Background: an optimization exercise with open tools, aiming at a short achievable clock period and few clock cycles. Do not read the settings as production practice.
At most, simulation tests tie the RTL to the original design; equivalence was not proved.

red:
## pcpu_top
module pcpu_top
(
	input  wire        clock,
	input  wire        reset,
	input  wire        i_imem_we,
	input  wire [7:0]  i_imem_addr,
	input  wire [15:0] i_imem_data,
	input  wire        i_dmem_we,
	input  wire [7:0]  i_dmem_addr,
	input  wire [15:0] i_dmem_data,
	input  wire        i_start,
	input  wire        i_enable,
	output logic       o_running,
	output logic       o_store_valid,
	output logic [7:0]  o_store_addr,
	output logic [15:0] o_store_data
);
Size: roughly 26000 cells after synthesis, roughly 3200 flip-flops, roughly 80 I/O pins, about 250000 µm² of cells after synthesis.
clock: 6.5 ns
lec_check: 0
abc_clock_period_in_ps: 3000
cap_margin: 20
core_margin: 2
core_utilization: 50
slew_margin: 20
standard.sh (not shown) runs the stock make flow with config.mk's settings and CLKGATE_MAP_FILE= SYNTH_SCRIPT=/design/flow/synth_recipe.tcl, a recipe that flattens the netlist after the stock synthesis.
==> flow/flow/run.sh <==
#!/bin/bash
# Standard ORFS layout, with the setup-slack margin applied only from placement
# on: the pre-placement sizing in floorplan gains nothing here and can run for
# a long time with a margin. Each step's full output goes to its own log.
set -euo pipefail
bash standard.sh synth > synth.log 2>&1
bash standard.sh floorplan > floorplan.log 2>&1
export SETUP_SLACK_MARGIN=2.5
export TNS_END_PERCENT=20
bash standard.sh place > place.log 2>&1
bash standard.sh cts > cts.log 2>&1
bash standard.sh finish > finish.log 2>&1
red did not run to completion, as it errored out during 5_1_grt.
## Diff of input files: blue against red
- TNS_END_PERCENT newly set to 20
- SETUP_SLACK_MARGIN newly set to 2.5
==> flow/run.sh (new file) <==
#!/bin/bash
# synth_recipe.tcl (not shown) runs the flow's synth.tcl, then flattens the netlist and writes it again
# the make line also repeats each setting of config.mk as NAME=value (left out here)
make -C /OpenROAD-flow-scripts/flow DESIGN_CONFIG=/design/flow/config.mk WORK_HOME=/design/flow/orfs CLKGATE_MAP_FILE= SYNTH_SCRIPT=/design/flow/synth_recipe.tcl finish
removed: flow/flow/run.sh
removed: flow/standard.sh
==> results.txt <==
- Seen in the log of blue: GRT-0116 during 5_1_grt, after which the run never completed.
- Status: placed instance count parity (blue, red)
- Comparing red against blue, there is no change at all in post-synthesis area per instance.
- Looking at worst setup slack before clock tree synthesis, blue sits above red.
- Any difference in total placed instance area between blue and red is small enough to ignore.
- Total number of clock tree sinks: blue vs red identical
No run of this note included a check of the RTL's function; only the layout flow was run.

--- another note on this design; it stands on its own ---

==> juniper <==
==> flow/design.v (excerpt) <==
module pcpu_top
(
	input  wire        clock,
	input  wire        reset,
	input  wire        i_imem_we,
	input  wire [7:0]  i_imem_addr,
	input  wire [15:0] i_imem_data,
	input  wire        i_dmem_we,
	input  wire [7:0]  i_dmem_addr,
	input  wire [15:0] i_dmem_data,
	input  wire        i_start,
	input  wire        i_enable,
	output logic       o_running,
	output logic       o_store_valid,
	output logic [7:0]  o_store_addr,
	output logic [15:0] o_store_data
);
	logic [15:0] imem [64];
	logic [15:0] dmem [64];
	logic [15:0] regs [8];
	logic        running;
	logic        halted;
	logic [5:0]  pc;
	logic [15:0] d_ir;
	logic [15:0] e_v1, e_v2, e_v3;
	logic        e_f1, e_f2, e_f3;
	logic [7:0]  e_imm;
	logic        e_add, e_sub, e_and, e_or, e_xor, e_addi, e_subi, e_ldih;
	logic        e_sll, e_srl, e_sra, e_load, e_store, e_we;
	logic [2:0]  e_dest;
	logic [15:0] r_q;
	logic        sv_q;
	logic [7:0]  sa_q;
  ...
==> flow/config.mk <==
export PLATFORM = sky130hd
export DESIGN_NAME = pcpu_top
export DESIGN_NICKNAME = pcpu_top
export VERILOG_FILES = /design/flow/design.v
export SDC_FILE = /design/flow/constraint.sdc
export NUM_CORES = 4
export LEC_CHECK = 0
export ABC_CLOCK_PERIOD_IN_PS = 3000
export CAP_MARGIN = 20
export CORE_MARGIN = 2
export CORE_UTILIZATION = 30
export SETUP_SLACK_MARGIN = 2.5
export SLEW_MARGIN = 20
export TNS_END_PERCENT = 10
==> flow/constraint.sdc <==
create_clock -name core_clock -period 6.5 [get_ports {clock}]
set_input_delay 1.3000 -clock core_clock [delete_from_list [all_inputs] [get_ports {clock}]]
set_output_delay 1.3000 -clock core_clock [all_outputs]
set_load 0.01 [all_outputs]
run.sh (not shown) runs the stock make flow with config.mk's settings and CLKGATE_MAP_FILE= SYNTH_SCRIPT=/design/flow/synth_recipe.tcl, a recipe that flattens the netlist after the stock synthesis.
==> inputs of garnet, as changes to juniper <==
--- a/flow/design.v
+++ b/flow/design.v
@@ -103,15 +103,15 @@
 	logic        e_add, e_sub, e_and, e_or, e_xor, e_addi, e_subi, e_ldih;
 	logic        e_sll, e_srl, e_sra, e_load, e_store, e_we;
 	logic [2:0]  e_dest;
 	logic [15:0] r_q;
 	logic        sv_q;
 	logic [7:0]  sa_q;
 	logic [15:0] sd_q;
-	wire adv = i_enable;
+	wire adv = i_enable || !running;
 	assign o_running     = running;
 	assign o_store_valid = sv_q & i_enable;
 	assign o_store_addr  = sa_q;
 	assign o_store_data  = sd_q;
 	wire [15:0] fw        = imem[pc];
 	wire        f_halt    = (fw[15:11] == pcpu_pkg::OP_HALT);
 	wire        start_now = !running && i_start && i_enable;
CAP_MARGIN = 35   (was 20)
SLEW_MARGIN = 30   (was 20)
==> comparison <==
In garnet the non-clock buffer count is higher than in juniper, by 70.
Sequential share of layout area: garnet is lower than juniper (1.4 points).
Of juniper and garnet, garnet has the higher die area (gap 0.35%, measured against garnet).
Between juniper and garnet, the lower via count is in juniper (gap 1.4%, measured against garnet).
Against juniper, the cell area of garnet is higher by 2.4%.
Between juniper and garnet, the lower hold slack is in juniper (gap 0.020 ns).
Between garnet and juniper, the lower critical path depth is in juniper (gap 1).
Against garnet, the core utilization of juniper is lower by 0.76 points.
Clock skew: garnet is higher than juniper (0.013 ns).
Testbench counts of juniper, summed over its fixed seeds: cycles 20,444.
Testbench counts of garnet, summed over its fixed seeds: cycles 20,444.

==> static timing again, ports no longer ideal <==
The results above use ideal ports. As a check the final layouts listed here were re-extracted and re-timed, cells and wires unchanged.
Step 1 (the two cells are an assumption about what drives the block):
set clk [get_ports {clock}]
set_driving_cell -lib_cell sky130_fd_sc_hd__clkbuf_16 $clk
set_driving_cell -lib_cell sky130_fd_sc_hd__buf_2 [delete_from_list [all_inputs] $clk]
Step 2 adds t to the input delays and takes it off the output delays; t is the mean of the earliest and latest rising clock arrival at the registers after step 1. Input paths then give back, and output paths get back, about the clock's delay inside the block.
Three values: no drivers, after step 1, after step 2; two values: the first two.
| run | t, ns | slack for setup (ns) | hold slack, ns | worst setup path at the end | clock arrival spread, ns |
|---|---|---|---|---|---|
| juniper | 0.977 | 1.932 / 1.932 / 1.730 | 0.431 / 0.446 / 0.466 | input to register | 0.104 / 0.104 |
| garnet | 0.944 | 1.830 / 1.830 / 1.405 | 0.451 / 0.409 / 0.457 | input to register | 0.109 / 0.109 |
After both steps every run listed still meets setup and hold. For garnet, which loses most, drivers alone change the setup slack by 0.000 ns; drivers and shift together by -0.425 ns.
